Context: an optimization exercise on an open-source flow, tuned for small area, a short achievable clock period and few clock cycles per item. The choices shown serve that exercise and are no tape-out recipe.
Power is estimated from default activity; no workload was simulated.

== run C ==
==> flow/design.v <==
module msw_ring (
    input  logic        i_clk,
    input  logic        i_acc,
    input  logic [15:0] i_data,
    input  logic [7:0]  i_wm2,
    output logic [15:0] o_x,
    output logic [15:0] o_old
);
    logic [15:0]       r_x;
    logic [3*16-1:0]   r_s0;
    logic [12*16-1:0]  r_s1;
    logic [48*16-1:0]  r_s2;
    logic [192*16-1:0] r_s3;
    logic [15:0]       r_out;
    logic [15:0] out0, out1, out2, out3;
    always_comb begin
        case (i_wm2[1:0])
            2'd0:    out0 = r_x;
            2'd1:    out0 = r_s0[0*16 +: 16];
            2'd2:    out0 = r_s0[1*16 +: 16];
            default: out0 = r_s0[2*16 +: 16];
        endcase
        case (i_wm2[3:2])
            2'd0:    out1 = out0;
            2'd1:    out1 = r_s1[3*16 +: 16];
            2'd2:    out1 = r_s1[7*16 +: 16];
            default: out1 = r_s1[11*16 +: 16];
        endcase
        case (i_wm2[5:4])
            2'd0:    out2 = out1;
            2'd1:    out2 = r_s2[15*16 +: 16];
            2'd2:    out2 = r_s2[31*16 +: 16];
            default: out2 = r_s2[47*16 +: 16];
        endcase
        case (i_wm2[7:6])
            2'd0:    out3 = out2;
            2'd1:    out3 = r_s3[63*16 +: 16];
            2'd2:    out3 = r_s3[127*16 +: 16];
            default: out3 = r_s3[191*16 +: 16];
        endcase
    end
    always_ff @(posedge i_clk) begin
        if (i_acc) begin
            r_x <= i_data;
        end else begin
            r_x <= r_out;
        end
        r_s0  <= {r_s0[0 +: 2*16], r_x};
        r_s1  <= {r_s1[0 +: 11*16], out0};
        r_s2  <= {r_s2[0 +: 47*16], out1};
        r_s3  <= {r_s3[0 +: 191*16], out2};
        r_out <= out3;
    end
    assign o_x   = r_x;
    assign o_old = r_out;
endmodule
module max_sum_sliding_window (
    input  logic              i_clk,
    input  logic              i_rst_n,
    input  logic              i_cfg_we,
    input  logic [8:0]        i_cfg_data,
    input  logic              i_in_valid,
    output logic              o_in_ready,
    input  logic [15:0]       i_in_sample,
    input  logic              i_in_last,
    output logic              o_res_valid,
    input  logic              i_res_ready,
    output logic [15:0]       o_res_best_start,
    output logic [23:0]       o_res_best_sum,
    output logic [1:0]        o_res_status
);
    localparam logic [1:0] ST_OK    = 2'd0;
    localparam logic [1:0] ST_SHORT = 2'd1;
    localparam logic [1:0] ST_LONG  = 2'd2;
    logic [7:0]  eff_wm2;
    logic [7:0]  r_ewm2;
    logic        r_ew1;        
    logic [7:0]  r_wm2;
    logic        r_w1;
    logic        r_ready;
    logic        r_mid;        
    logic [7:0]  r_gc;         
    logic        aligned;
    logic        acc;
    logic        take;
    logic [17:0] r_kc;         
    logic [24:0] r_part;       
    logic [15:0] last_sample;  
    logic [15:0] old_sample;
    logic        sub;
    logic        r_mab;        
    logic        r_mc;         
    logic        mid_nx;
    logic        w1_nx;
    logic        kcneg_nx;
    logic [24:0] p_a, p_b, p_c, p_s, p_cy, p_nxt;
    logic [25:0] d_a, d_b, d_c, d_s, d_cy;
    logic        r_s_valid;
    logic        r_s_set;      
    logic        r_s_cmp;      
    logic [24:0] r_sp;         
    logic        r_s_last;
    logic [23:0] r_best;
    logic [15:0] r_bidx;
    logic        s_upd;
    logic [1:0]  s_status;
    logic [23:0] s_sum;
    logic [25:0] s_diff;
    logic [23:0] n_best;
    logic [15:0] n_idx;
    logic        new_res;
    logic        r_oval;
    logic [23:0] r_osum;
    logic [1:0]  r_status;
    always_comb begin
        if (i_cfg_data <= 9'd1) begin
            eff_wm2 = 8'd0;
        end else if (i_cfg_data >= 9'd256) begin
            eff_wm2 = 8'd254;
        end else begin
            eff_wm2 = 8'(i_cfg_data - 9'd2);
        end
    end
    always_ff @(posedge i_clk) begin
        if (!i_rst_n) begin
            r_ewm2 <= 8'd0;
            r_ew1  <= 1'b1;
        end else if (i_cfg_we) begin
            r_ewm2 <= eff_wm2;
            r_ew1  <= (i_cfg_data <= 9'd1);
        end
    end
    always_ff @(posedge i_clk) begin
        if (!r_mid) begin
            r_wm2 <= r_ewm2;
            r_w1  <= r_ew1;
        end
    end
    assign acc     = i_in_valid && r_ready;
    assign take    = r_oval && i_res_ready;
    assign aligned = (r_gc == r_wm2);
    always_ff @(posedge i_clk) begin
        if (!i_rst_n) begin
            r_ready <= 1'b1;
            r_mid   <= 1'b0;
        end else begin
            r_ready <= (acc || !r_mid || aligned)
                    && !(acc && i_in_last) && !(r_s_valid && r_s_last)
                    && !(r_oval && !i_res_ready);
            if (acc) begin
                r_mid <= !i_in_last;
            end
        end
    end
    always_ff @(posedge i_clk) begin
        if (acc || aligned) begin
            r_gc <= 8'hFF;
        end else begin
            r_gc <= r_gc + 8'd1;
        end
    end
    msw_ring u_ring (
        .i_clk  (i_clk),
        .i_acc  (acc),
        .i_data (i_in_sample),
        .i_wm2  (r_wm2),
        .o_x    (last_sample),
        .o_old  (old_sample)
    );
    assign sub = r_mid && !r_kc[17];
    assign mid_nx   = acc ? !i_in_last : r_mid;
    assign w1_nx    = r_mid ? r_w1 : r_ew1;
    assign kcneg_nx = acc ? (r_mid ? (r_kc[17] && (r_kc != 18'h3FFFF)) : !r_ew1) : r_kc[17];
    always_ff @(posedge i_clk) begin
        if (!i_rst_n) begin
            r_mab <= 1'b0;
            r_mc  <= 1'b0;
        end else begin
            r_mab <= mid_nx && !w1_nx;
            r_mc  <= mid_nx && !w1_nx && !kcneg_nx;
        end
    end
    always_comb begin
        p_a   = r_mab ? r_part : 25'd0;
        p_b   = r_mab ? {{9{last_sample[15]}}, last_sample} : 25'd0;
        p_c   = r_mc ? ~{{9{old_sample[15]}}, old_sample} : 25'h1FFFFFF;
        p_s   = p_a ^ p_b ^ p_c;
        p_cy  = {(p_a[23:0] & p_b[23:0]) | (p_a[23:0] & p_c[23:0]) | (p_b[23:0] & p_c[23:0]), 1'b1};
        p_nxt = p_s + p_cy;
    end
    always_ff @(posedge i_clk) begin
        if (acc) begin
            r_part <= p_nxt;
            if (!r_mid) begin
                r_kc <= r_ew1 ? 18'd0 : {10'h3FF, ~r_ewm2};
            end else if (r_kc[17:16] != 2'b01) begin
                r_kc <= r_kc + 18'd1;
            end
        end
    end
    always_ff @(posedge i_clk) begin
        if (!i_rst_n) begin
            r_s_valid <= 1'b0;
            r_s_set   <= 1'b0;
            r_s_cmp   <= 1'b0;
        end else begin
            r_s_valid <= acc;
            r_s_set   <= acc && (r_mid ? (r_kc == 18'h3FFFF) : r_ew1);
            r_s_cmp   <= acc && r_mid && !r_kc[17];
        end
        r_sp <= p_nxt;
        r_s_last <= i_in_last;
    end
    always_comb begin
        s_sum  = 24'(r_sp + {{9{last_sample[15]}}, last_sample});
        d_a    = {r_sp[24], r_sp};
        d_b    = {{10{last_sample[15]}}, last_sample};
        d_c    = ~{{2{r_best[23]}}, r_best};
        d_s    = d_a ^ d_b ^ d_c;
        d_cy   = {(d_a[24:0] & d_b[24:0]) | (d_a[24:0] & d_c[24:0]) | (d_b[24:0] & d_c[24:0]), 1'b1};
        s_diff = d_s + d_cy;
        s_upd  = r_s_set || (r_s_cmp && !s_diff[25]);
        n_best = s_upd ? s_sum : r_best;
        n_idx  = s_upd ? r_kc[15:0] : r_bidx;
        if ((r_kc[17:16] == 2'b01)
            || (!r_w1 && (r_kc[17:8] == 10'h0FF) && (r_kc[7:0] >= ~r_wm2))) begin
            s_status = ST_LONG;
        end else if (r_kc[17]) begin
            s_status = ST_SHORT;
        end else begin
            s_status = ST_OK;
        end
        new_res = r_s_valid && r_s_last;
    end
    always_ff @(posedge i_clk) begin
        if (s_upd) begin
            r_best <= s_sum;
        end
    end
    always_ff @(posedge i_clk) begin
        if (new_res) begin
            r_status <= s_status;
            if (s_status == ST_OK) begin
                r_osum <= n_best;
                r_bidx <= n_idx;
            end else begin
                r_osum <= 24'd0;
                r_bidx <= 16'd0;
            end
        end else if (s_upd) begin
            r_bidx <= r_kc[15:0];
        end
    end
    always_ff @(posedge i_clk) begin
        if (!i_rst_n) begin
            r_oval <= 1'b0;
        end else begin
            r_oval <= new_res || (r_oval && !i_res_ready);
        end
    end
    assign o_in_ready       = r_ready;
    assign o_res_valid      = r_oval;
    assign o_res_best_start = r_bidx;
    assign o_res_best_sum   = r_osum;
    assign o_res_status     = r_status;
endmodule
Settings: LEC_CHECK=0, CAP_MARGIN=20, CORE_MARGIN=2, CORE_UTILIZATION=65, CTS_CLUSTER_DIAMETER=80, CTS_CLUSTER_SIZE=28, PLACE_DENSITY=0.75, SLEW_MARGIN=20; clock period 10.0 ns.
standard.sh (not shown) runs the stock make flow with config.mk's settings and CLKGATE_MAP_FILE= SYNTH_SCRIPT=/design/flow/synth_recipe.tcl, a recipe that flattens the netlist after the stock synthesis.
==> flow/flow/run.sh <==
#!/bin/bash
# Own layout flow: the standard ORFS flow (standard.sh, standard synthesis unchanged)
# with two changes to how the layout is optimised (constraints and clock period unchanged):
#  - ports are buffered with buf_4 cells instead of the default delay-cell buffer,
#  - timing repair aims at a setup slack margin, so it also speeds up paths that
#    already meet the period.
# The make output goes to standard_flow.log; ORFS keeps each tool's log under orfs/logs.
set -euo pipefail
export BUFFER_PORTS_ARGS="-buffer_cell sky130_fd_sc_hd__buf_4"
export SETUP_SLACK_MARGIN=6.8
bash standard.sh > standard_flow.log 2>&1
The inputs of run E differ from those of run C as listed below.
--- a/flow/design.v
+++ b/flow/design.v
@@ -182,10 +182,10 @@
     end
     always_comb begin
-        p_a   = r_mab ? r_part : 25'd0;
-        p_b   = r_mab ? {{9{last_sample[15]}}, last_sample} : 25'd0;
+        p_a   = r_part;
+        p_b   = {{9{last_sample[15]}}, last_sample};
         p_c   = r_mc ? ~{{9{old_sample[15]}}, old_sample} : 25'h1FFFFFF;
         p_s   = p_a ^ p_b ^ p_c;
         p_cy  = {(p_a[23:0] & p_b[23:0]) | (p_a[23:0] & p_c[23:0]) | (p_b[23:0] & p_c[23:0]), 1'b1};
-        p_nxt = p_s + p_cy;
+        p_nxt = r_mab ? (p_s + p_cy) : 25'd0;
     end
     always_ff @(posedge i_clk) begin
Results
- Run C and run E ended up with roughly the same cell area after synthesis.
- Of run C and run E, the run reporting the higher met2 track utilization from global routing was run E.
- A critical path capture point of r_osum[12]$_SDFFCE_PN0P_ is what run E shows, while r_osum[0]$_SDFFCE_PN0P_ belongs to run C.
- Die area: run C vs run E — no meaningful difference
- Comparing run C and run E, the higher routed wire length is on run E.
- Per the comparison of run E with run C, final sequential cell count stayed essentially flat, non-clock buffer count fell 4.5%, wire length per cell after detailed routing higher, switching power share of the total shows a reduction of 0.49 points.
- Via count: run E > run C
- Compared with run C, in run E fraction of area in multi-input gates level; clock period minus worst slack moved down; total power moved down; depth of the most critical reg-to-reg path moved up.
No functional check of the RTL was part of any run of this note.

-- afterwards: timing with drivers on the ports --
In the flow no input, the clock included, has a driving cell. The finished layouts below were timed again as built, in two steps.
Step 1 assumes that a clkbuf_16 drives the clock port and a buf_2 every other input.
Step 2 times the ports against the registers' clock, not the clock port: input delays grow and output delays shrink by t, the midpoint of the rising clock arrivals with the driver on.
a / b / c = ideal ports / drivers / drivers and shift; a / b = the first two.
run | t (ns) | setup slack, ns | hold WS [ns] | slew at the worst register clock pin (ns) | cell pins on the clock port's net
run C | 0.907 | 6.383 / 6.383 / 6.196 | 0.292 / 0.292 / 0.292 | 0.11 / 0.11 | 1
run E | 0.887 | 6.427 / 6.427 / 6.230 | 0.305 / 0.305 / 0.305 | 0.11 / 0.11 | 1
After both steps setup and hold are still met in every run listed. For run E, which loses most, drivers alone change the setup slack by 0.000 ns; drivers and shift together by -0.197 ns.
